From an optimization exercise on the open Yosys and OpenROAD flow, aimed at small area; shortcuts taken in it are not production practice.
The RTL was checked by simulation tests, not by an equivalence proof against the original design.
Power figures rest on the tool's default switching activity, not on a simulated workload.

## io_dma
module io_dma (
   input  wire         clk,
   input  wire         rst,
   input  wire [15:0]  cpu0_instr,
   input  wire         cpu0_mon,
   input  wire         cpu0_vld,
   input  wire [23:0]  cpu0_aj,
   input  wire [23:0]  cpu0_ak,
   output wire [23:0]  cpu0_ai,
   input  wire [15:0]  cpu1_instr,
   input  wire         cpu1_mon,
   input  wire         cpu1_vld,
   input  wire [23:0]  cpu1_aj,
   input  wire [23:0]  cpu1_ak,
   output wire [23:0]  cpu1_ai,
   input  wire [15:0]  in0_data,
   input  wire [15:0]  in1_data,
   input  wire [1:0]   in_vld,
   output wire [1:0]   in_rdy,
   output wire [15:0]  out0_data,
   output wire [15:0]  out1_data,
   output wire [1:0]   out_vld,
   input  wire [1:0]   out_rdy,
   output wire         mem_req,
   output wire         mem_wr,
   output wire [21:0]  mem_addr,
   output wire [63:0]  mem_wdata,
   input  wire         mem_ack,
   input  wire [63:0]  mem_rdata
);
Size: about 2,100 cells after synthesis, roughly 410 I/O pins.
clock: 6.0 ns
lec_check: 0
cap_margin: 20
core_margin: 2
core_utilization: 65
slew_margin: 20
standard.sh (not shown) runs the stock make flow with config.mk's settings and CLKGATE_MAP_FILE= SYNTH_SCRIPT=/design/flow/synth_recipe.tcl, a recipe that flattens the netlist after the stock synthesis.
==> flow/flow/run.sh <==
#!/bin/bash
# Own layout flow: the standard synthesis, then a re-mapping of its combinational logic
# (flip-flop instances kept as they are), then the standard ORFS steps with small port buffers
# and a lighter clock tree. Each tool's output goes to a log file in this folder.
set -euo pipefail
W=$PWD
R=$W/orfs/results/$FLOW_PLATFORM/io_dma/base
LIB=$FLOW_HOME/platforms/sky130hd/lib/sky130_fd_sc_hd__tt_025C_1v80.lib
ABC_SCRIPT=$W/flow/resyn.abc
LAYOUT_VARS=(
  "BUFFER_PORTS_ARGS=-buffer_cell sky130_fd_sc_hd__buf_1"
  "CTS_ARGS=-sink_clustering_enable -repair_clock_nets -dont_use_dummy_load -buf_list {sky130_fd_sc_hd__clkbuf_4} -sink_clustering_size 10 -sink_clustering_max_diameter 30"
)

# 1. Standard synthesis, unchanged
bash standard.sh synth > $W/1_standard_synth.log 2>&1
cp $R/1_2_yosys.v $W/std_1_2_yosys.v

# 2. Re-map the combinational cells; flip-flops and tie cells stay as black boxes
# The standard synthesis's own dont_use list, as its ABC call was given it
DONT_USE=$(grep -o -- "-dont_use [^ ]*" $W/orfs/logs/$FLOW_PLATFORM/io_dma/base/1_2_yosys.log | sort -u | tr '\n' ' ')
SEQ=$(grep -o 'sky130_fd_sc_hd__[a-z0-9_]*' $W/std_1_2_yosys.v | sort -u | grep -E '__(dfxtp|dfrtp|dfstp|dfbbp|dfrbp|dfsbp|dfxbp|edfxtp|edfxbp|sdf|sedf|dl|conb)' | tr '\n' ' ')
cat > $W/resyn.ys <<EOT
read_liberty -ignore_miss_func $LIB
blackbox $SEQ
read_verilog $W/std_1_2_yosys.v
hierarchy -top $FLOW_TOP
flatten
opt_clean
techmap
opt -fast
abc -script $ABC_SCRIPT -liberty $LIB $DONT_USE -D 6000
read_liberty -lib -overwrite $LIB
opt_clean -purge
hilomap -singleton -hicell sky130_fd_sc_hd__conb_1 HI -locell sky130_fd_sc_hd__conb_1 LO
insbuf -buf sky130_fd_sc_hd__buf_4 A X
opt_clean -purge
rename -hide w:*.*
check -assert -mapped
stat -liberty $LIB
write_verilog -noattr -nohex -nodec $W/resyn_1_2_yosys.v
EOT
ok=0
if yosys -s $W/resyn.ys > $W/2_resyn.log 2>&1; then
  # Keep the result only if its flip-flops are exactly the standard synthesis's
  regs() { grep -E "^\s*sky130_fd_sc_hd__[a-z0-9_]+ " "$1" | grep -E "$(echo $SEQ | tr ' ' '|' | sed 's/|$//')" | grep -v conb | sed 's/  *(\s*$//;s/^ *//' | sort; }
  regs $W/std_1_2_yosys.v > $W/regs_std.txt
  regs $W/resyn_1_2_yosys.v > $W/regs_resyn.txt
  if [ -s $W/regs_std.txt ] && cmp -s $W/regs_std.txt $W/regs_resyn.txt; then ok=1; fi
fi
echo "resynthesis used: $ok" | tee $W/resyn_used.txt
if [ $ok = 1 ]; then
  cp $W/resyn_1_2_yosys.v $R/1_2_yosys.v
  rm -f $R/1_synth.odb $R/1_synth.sdc
fi

# 3. Layout
bash standard.sh "${LAYOUT_VARS[@]}" finish > $W/3_layout.log 2>&1
Other scripts of this flow, unchanged in this note and not shown: flow/flow/resyn.abc
The first run completed with no timing, DRC or antenna violations.
Edit:
--- a/flow/flow/run.sh
+++ b/flow/flow/run.sh
@@ -12 +12 @@
-  "CTS_ARGS=-sink_clustering_enable -repair_clock_nets -dont_use_dummy_load -buf_list {sky130_fd_sc_hd__clkbuf_4} -sink_clustering_size 10 -sink_clustering_max_diameter 30"
+  "CTS_ARGS=-sink_clustering_enable -repair_clock_nets -dont_use_dummy_load -buf_list {sky130_fd_sc_hd__clkbuf_4 sky130_fd_sc_hd__clkbuf_8} -sink_clustering_size 20 -sink_clustering_max_diameter 50"
What happened: The changed run passed the timing, DRC and antenna checks. Power went down by 2.6%. Synthesized area is unchanged. Cell count went down by 2.2%. Utilization went down by 0.49 points. Sequential cell count stays the same. Setup slack is about the same. Critical path depth does not change. Global-route usage went down by 0.39 points.

The RTL this note starts from:
==> flow/design.v <==
`timescale 1ns/1ps
`default_nettype none
module io_dma (
   input  wire         clk,
   input  wire         rst,
   input  wire [15:0]  cpu0_instr,
   input  wire         cpu0_mon,
   input  wire         cpu0_vld,
   input  wire [23:0]  cpu0_aj,
   input  wire [23:0]  cpu0_ak,
   output wire [23:0]  cpu0_ai,
   input  wire [15:0]  cpu1_instr,
   input  wire         cpu1_mon,
   input  wire         cpu1_vld,
   input  wire [23:0]  cpu1_aj,
   input  wire [23:0]  cpu1_ak,
   output wire [23:0]  cpu1_ai,
   input  wire [15:0]  in0_data,
   input  wire [15:0]  in1_data,
   input  wire [1:0]   in_vld,
   output wire [1:0]   in_rdy,
   output wire [15:0]  out0_data,
   output wire [15:0]  out1_data,
   output wire [1:0]   out_vld,
   input  wire [1:0]   out_rdy,
   output wire         mem_req,
   output wire         mem_wr,
   output wire [21:0]  mem_addr,
   output wire [63:0]  mem_wdata,
   input  wire         mem_ack,
   input  wire [63:0]  mem_rdata
);
   wire c0_ok  = (cpu0_aj[23:2] == 22'd2);    
   wire c1_ok  = (cpu1_aj[23:2] == 22'd2);
   wire c0_v   = cpu0_vld & cpu0_mon;
   wire c1_v   = cpu1_vld & cpu1_mon;
   wire c0_wca = c0_v & (cpu0_instr[15:6] == 10'o0010);
   wire c0_wcl = c0_v & (cpu0_instr[15:6] == 10'o0011);
   wire c0_rd  = c0_v & (cpu0_instr[15:9] == 7'o033);
   wire c1_wca = c1_v & (cpu1_instr[15:6] == 10'o0010);
   wire c1_wcl = c1_v & (cpu1_instr[15:6] == 10'o0011);
   wire c1_rd  = c1_v & (cpu1_instr[15:9] == 7'o033);
   wire c0_any = c0_wca | c0_wcl | c0_rd;    
   logic        r_wca, r_wcl, r_rd0, r_rd1, r_int;
   logic [3:0]  r_sel;    
   logic [21:0] r_val;
   always_ff @(posedge clk)
   begin
      if (rst)
      begin
         r_wca <= 1'b0;
         r_wcl <= 1'b0;
         r_rd0 <= 1'b0;
         r_rd1 <= 1'b0;
      end
      else
      begin
         r_wca <= c0_any ? (c0_wca & c0_ok) : (c1_wca & c1_ok);
         r_wcl <= c0_any ? (c0_wcl & c0_ok) : (c1_wcl & c1_ok);
         r_rd0 <= c0_rd;
         r_rd1 <= !c0_any & c1_rd;
      end
      r_int <= c0_any ? (cpu0_instr[5:0] == 6'd0) : (cpu1_instr[5:0] == 6'd0);
      r_sel <= c0_any ? ({3'd0, c0_ok} << cpu0_aj[1:0]) : ({3'd0, c1_ok} << cpu1_aj[1:0]);
      r_val <= c0_any ? cpu0_ak[21:0] : cpu1_ak[21:0];
   end
   logic [3:0]       active;
   logic [3:0]       intv;
   logic [3:0][21:0] ca;
   logic [3:0][21:0] cl;
   localparam logic [1:0] IDLE = 2'd0, FETCH = 2'd1, FORWARD = 2'd2;
   logic [1:0]  state;
   logic [1:0]  gnt;
   logic [21:0] addr;
   logic [63:0] data;
   logic [63:0] rx0_w, rx1_w, tx0_w, tx1_w;
   logic [1:0]  rx0_cnt, rx1_cnt;
   logic        rx0_full, rx1_full;
   wire         tx0_empty = !out_vld[0];
   wire         tx1_empty = !out_vld[1];
   wire [3:0] req = active & {tx1_empty, rx1_full, tx0_empty, rx0_full};
   wire       arb_any = |req;
   logic [1:0] grant;
   always_comb
   begin
      grant = 2'd0;
      for (int k = 4; k >= 1; k--)
         if (req[2'(gnt + 2'(k))])
            grant = 2'(gnt + 2'(k));
   end
   wire        idle    = (state == IDLE);
   wire        fetch   = (state == FETCH);
   wire        forward = (state == FORWARD);
   wire        is_in   = !gnt[0];
   wire        take    = idle & arb_any;
   wire        cpl     = forward & (!is_in | mem_ack);
   wire [1:0]  ca_idx  = idle ? grant : gnt;
   wire [21:0] ca_sel  = ca[ca_idx];
   wire [21:0] ca_inc  = ca_sel + 22'd1;
   wire        cpl_hit = cpl & active[gnt];
   wire        cpl_done = cpl_hit & (ca_inc == cl[gnt]);
   wire        any_int = |intv;
   logic [1:0] int_idx;
   always_comb
   begin
      int_idx = 2'd0;
      for (int i = 3; i >= 0; i--)
         if (intv[i])
            int_idx = 2'(i);
   end
   wire       rd_any  = r_rd0 | r_rd1;
   wire [3:0] int_clr = (rd_any & r_int & any_int) ? (4'd1 << int_idx) : 4'd0;
   wire [3:0] int_set = cpl_done ? (4'd1 << gnt) : 4'd0;
   logic [21:0] cl_r, ca_r;    
   always_comb
   begin
      cl_r = '0;
      ca_r = '0;
      for (int i = 0; i < 4; i++)
      begin
         cl_r = cl_r | ({22{r_sel[i]}} & cl[i]);
         ca_r = ca_r | ({22{r_sel[i]}} & ca[i]);
      end
   end
   wire       wr_act  = (r_val != cl_r);
   always_ff @(posedge clk)
   begin
      if (rst)
      begin
         active <= '0;
         intv   <= '0;
         ca     <= '0;
         cl     <= '0;
      end
      else
      begin
         intv <= (intv & ~int_clr) | int_set;
         if (cpl_hit)
         begin
            ca[gnt] <= ca_inc;
            if (cpl_done)
               active[gnt] <= 1'b0;
         end
         for (int i = 0; i < 4; i++)
         begin
            if (r_wca && r_sel[i])
            begin
               ca[i]     <= r_val;
               active[i] <= wr_act;
            end
            if (r_wcl && r_sel[i])
               cl[i] <= r_val;
         end
      end
   end
   logic [23:0] ai0, ai1;
   wire  [21:0] rd_res = r_int ? (any_int ? {18'd0, 2'b10, int_idx} : 22'd0)
                                : ca_r;
   always_ff @(posedge clk)
   begin
      if (rst)
      begin
         ai0 <= '0;
         ai1 <= '0;
      end
      else
      begin
         if (r_rd0)
            ai0 <= {2'b00, rd_res};
         if (r_rd1)
            ai1 <= {2'b00, rd_res};
      end
   end
   assign cpu0_ai = ai0;
   assign cpu1_ai = ai1;
   always_ff @(posedge clk)
   begin
      if (rst)
      begin
         state <= IDLE;
         gnt   <= 2'd3;    
      end
      else
      begin
         case (state)
            IDLE:
               if (arb_any)
               begin
                  gnt   <= grant;
                  state <= FETCH;
               end
            FETCH:
               if (is_in || mem_ack)
                  state <= FORWARD;
            FORWARD:
               if (cpl)
                  state <= IDLE;
            default:
               state <= IDLE;
         endcase
      end
   end
   always_ff @(posedge clk)
   begin
      if (take)
         addr <= ca_sel;
   end
   always_ff @(posedge clk)
      data <= ({64{rx0_rd}} & rx0_w) | ({64{rx1_rd}} & rx1_w) | ({64{!(rx0_rd | rx1_rd)}} & data);
   assign mem_req   = (fetch & !is_in) | (forward & is_in);
   assign mem_wr    = forward & is_in;
   assign mem_addr  = addr;
   assign mem_wdata = data;
   wire rx0_take = in_vld[0] & !rx0_full;
   wire rx1_take = in_vld[1] & !rx1_full;
   wire rx0_rd   = fetch & is_in & !gnt[1];
   wire rx1_rd   = fetch & is_in &  gnt[1];
   assign in_rdy = {!rx1_full, !rx0_full};
   always_ff @(posedge clk)
   begin
      if (rst)
      begin
         rx0_cnt  <= '0;
         rx1_cnt  <= '0;
         rx0_full <= 1'b0;
         rx1_full <= 1'b0;
      end
      else
      begin
         if (rx0_rd)
            rx0_full <= 1'b0;
         if (rx0_take)
         begin
            rx0_cnt <= rx0_cnt + 2'd1;
            if (rx0_cnt == 2'd3)
               rx0_full <= 1'b1;
         end
         if (rx1_rd)
            rx1_full <= 1'b0;
         if (rx1_take)
         begin
            rx1_cnt <= rx1_cnt + 2'd1;
            if (rx1_cnt == 2'd3)
               rx1_full <= 1'b1;
         end
      end
   end
   always_ff @(posedge clk)
   begin
      if (rx0_take)
         rx0_w <= {rx0_w[47:0], in0_data};
      if (rx1_take)
         rx1_w <= {rx1_w[47:0], in1_data};
   end
   wire tx_ld  = fetch & !is_in & mem_ack;
   wire tx0_wr = forward & !is_in & !gnt[1];
   wire tx1_wr = forward & !is_in &  gnt[1];
   logic [3:0] tx0_pos, tx1_pos;
   assign out_vld = {|tx1_pos, |tx0_pos};
   wire tx0_sent = out_vld[0] & out_rdy[0];
   wire tx1_sent = out_vld[1] & out_rdy[1];
   always_ff @(posedge clk)
   begin
      if (rst)
      begin
         tx0_pos <= '0;
         tx1_pos <= '0;
      end
      else
      begin
         if (tx0_wr)
            tx0_pos <= 4'b0001;
         else if (tx0_sent)
            tx0_pos <= {tx0_pos[2:0], 1'b0};
         if (tx1_wr)
            tx1_pos <= 4'b0001;
         else if (tx1_sent)
            tx1_pos <= {tx1_pos[2:0], 1'b0};
      end
   end
   always_ff @(posedge clk)
   begin
      if (tx_ld && !gnt[1])
         tx0_w <= mem_rdata;
      if (tx_ld && gnt[1])
         tx1_w <= mem_rdata;
   end
   assign out0_data = ({16{tx0_pos[0]}} & tx0_w[63:48]) | ({16{tx0_pos[1]}} & tx0_w[47:32])
                    | ({16{tx0_pos[2]}} & tx0_w[31:16]) | ({16{tx0_pos[3]}} & tx0_w[15:0]);
   assign out1_data = ({16{tx1_pos[0]}} & tx1_w[63:48]) | ({16{tx1_pos[1]}} & tx1_w[47:32])
                    | ({16{tx1_pos[2]}} & tx1_w[31:16]) | ({16{tx1_pos[3]}} & tx1_w[15:0]);
endmodule
`default_nettype wire
Settings: LEC_CHECK=0, CAP_MARGIN=20, CORE_MARGIN=2, CORE_UTILIZATION=65, SLEW_MARGIN=20; clock period 6.0 ns.
==> flow/flow/run.sh <==
#!/bin/bash
# Own layout flow: the standard synthesis, then a re-mapping of its combinational logic
# (flip-flop instances kept as they are), then the standard ORFS steps with small port buffers
# and a lighter clock tree. Each tool's output goes to a log file in this folder.
set -euo pipefail
W=$PWD
R=$W/orfs/results/$FLOW_PLATFORM/io_dma/base
LIB=$FLOW_HOME/platforms/sky130hd/lib/sky130_fd_sc_hd__tt_025C_1v80.lib
ABC_SCRIPT=$W/flow/resyn.abc
LAYOUT_VARS=(
  "BUFFER_PORTS_ARGS=-buffer_cell sky130_fd_sc_hd__buf_1"
  "CTS_ARGS=-sink_clustering_enable -repair_clock_nets -dont_use_dummy_load -buf_list {sky130_fd_sc_hd__clkbuf_4 sky130_fd_sc_hd__clkbuf_8} -sink_clustering_size 20 -sink_clustering_max_diameter 50"
)

# 1. Standard synthesis, unchanged
bash standard.sh synth > $W/1_standard_synth.log 2>&1
cp $R/1_2_yosys.v $W/std_1_2_yosys.v

# 2. Re-map the combinational cells; flip-flops and tie cells stay as black boxes
# The standard synthesis's own dont_use list, as its ABC call was given it
DONT_USE=$(grep -o -- "-dont_use [^ ]*" $W/orfs/logs/$FLOW_PLATFORM/io_dma/base/1_2_yosys.log | sort -u | tr '\n' ' ')
SEQ=$(grep -o 'sky130_fd_sc_hd__[a-z0-9_]*' $W/std_1_2_yosys.v | sort -u | grep -E '__(dfxtp|dfrtp|dfstp|dfbbp|dfrbp|dfsbp|dfxbp|edfxtp|edfxbp|sdf|sedf|dl|conb)' | tr '\n' ' ')
cat > $W/resyn.ys <<EOT
read_liberty -ignore_miss_func $LIB
blackbox $SEQ
read_verilog $W/std_1_2_yosys.v
hierarchy -top $FLOW_TOP
flatten
opt_clean
techmap
opt -fast
abc -script $ABC_SCRIPT -liberty $LIB $DONT_USE -D 6000
read_liberty -lib -overwrite $LIB
opt_clean -purge
hilomap -singleton -hicell sky130_fd_sc_hd__conb_1 HI -locell sky130_fd_sc_hd__conb_1 LO
insbuf -buf sky130_fd_sc_hd__buf_4 A X
opt_clean -purge
rename -hide w:*.*
check -assert -mapped
stat -liberty $LIB
write_verilog -noattr -nohex -nodec $W/resyn_1_2_yosys.v
EOT
ok=0
if yosys -s $W/resyn.ys > $W/2_resyn.log 2>&1; then
  # Keep the result only if its flip-flops are exactly the standard synthesis's
  regs() { grep -E "^\s*sky130_fd_sc_hd__[a-z0-9_]+ " "$1" | grep -E "$(echo $SEQ | tr ' ' '|' | sed 's/|$//')" | grep -v conb | sed 's/  *(\s*$//;s/^ *//' | sort; }
  regs $W/std_1_2_yosys.v > $W/regs_std.txt
  regs $W/resyn_1_2_yosys.v > $W/regs_resyn.txt
  if [ -s $W/regs_std.txt ] && cmp -s $W/regs_std.txt $W/regs_resyn.txt; then ok=1; fi
fi
echo "resynthesis used: $ok" | tee $W/resyn_used.txt
if [ $ok = 1 ]; then
  cp $W/resyn_1_2_yosys.v $R/1_2_yosys.v
  rm -f $R/1_synth.odb $R/1_synth.sdc
fi

# 3. Layout
bash standard.sh "${LAYOUT_VARS[@]}" finish > $W/3_layout.log 2>&1
Other scripts of this flow, unchanged in this note and not shown: flow/flow/resyn.abc
The starting point finished clean.
Change:
CORE_UTILIZATION = 75   (was 65)
Sequential power stays flat.
Final area came out lower by about 0.8%.
Critical path depth grows by 1.
Hold slack hardly moves.
Wire length goes up by about 1.5%.
Non-clock buffer count fell by 6.
Clock skew shrinks by 17 ps.
Core utilization climbs by 11 points.
Worst setup slack gains 140 ps.
Fmax rose by 2.4%.

## re-timing with driven ports
The flow's constraints put no driver on any port. The routed layouts listed below were extracted and timed again, unchanged, in two steps. Step 1 sets driving cells, clkbuf_16 on the clock port and buf_2 on the other inputs (assumed; they add their load-dependent delay and slew). Step 2 adds t to the input delays and takes it off the output delays; t is the mean of the earliest and latest rising clock arrival at the registers after step 1. Input paths then give back, and output paths get back, about the clock's delay inside the block. a / b / c = ideal ports / drivers / drivers and shift; a / b = the first two.
| run | t (ns) | setup slack, ns | pins driven straight from the clock port |
|---|---|---|---|
| the first run of note 1 | 0.877 | 0.387 / 0.388 / 0.388 | 1 |
| the second run of note 1 | 0.703 | 0.390 / 0.390 / 0.390 | 1 |
| the first run of note 2 | 0.687 | 0.275 / 0.275 / 0.275 | 1 |
| the second run of note 2 | 0.629 | 0.412 / 0.412 / 0.412 | 1 |
After both steps setup and hold are still met in every run listed.
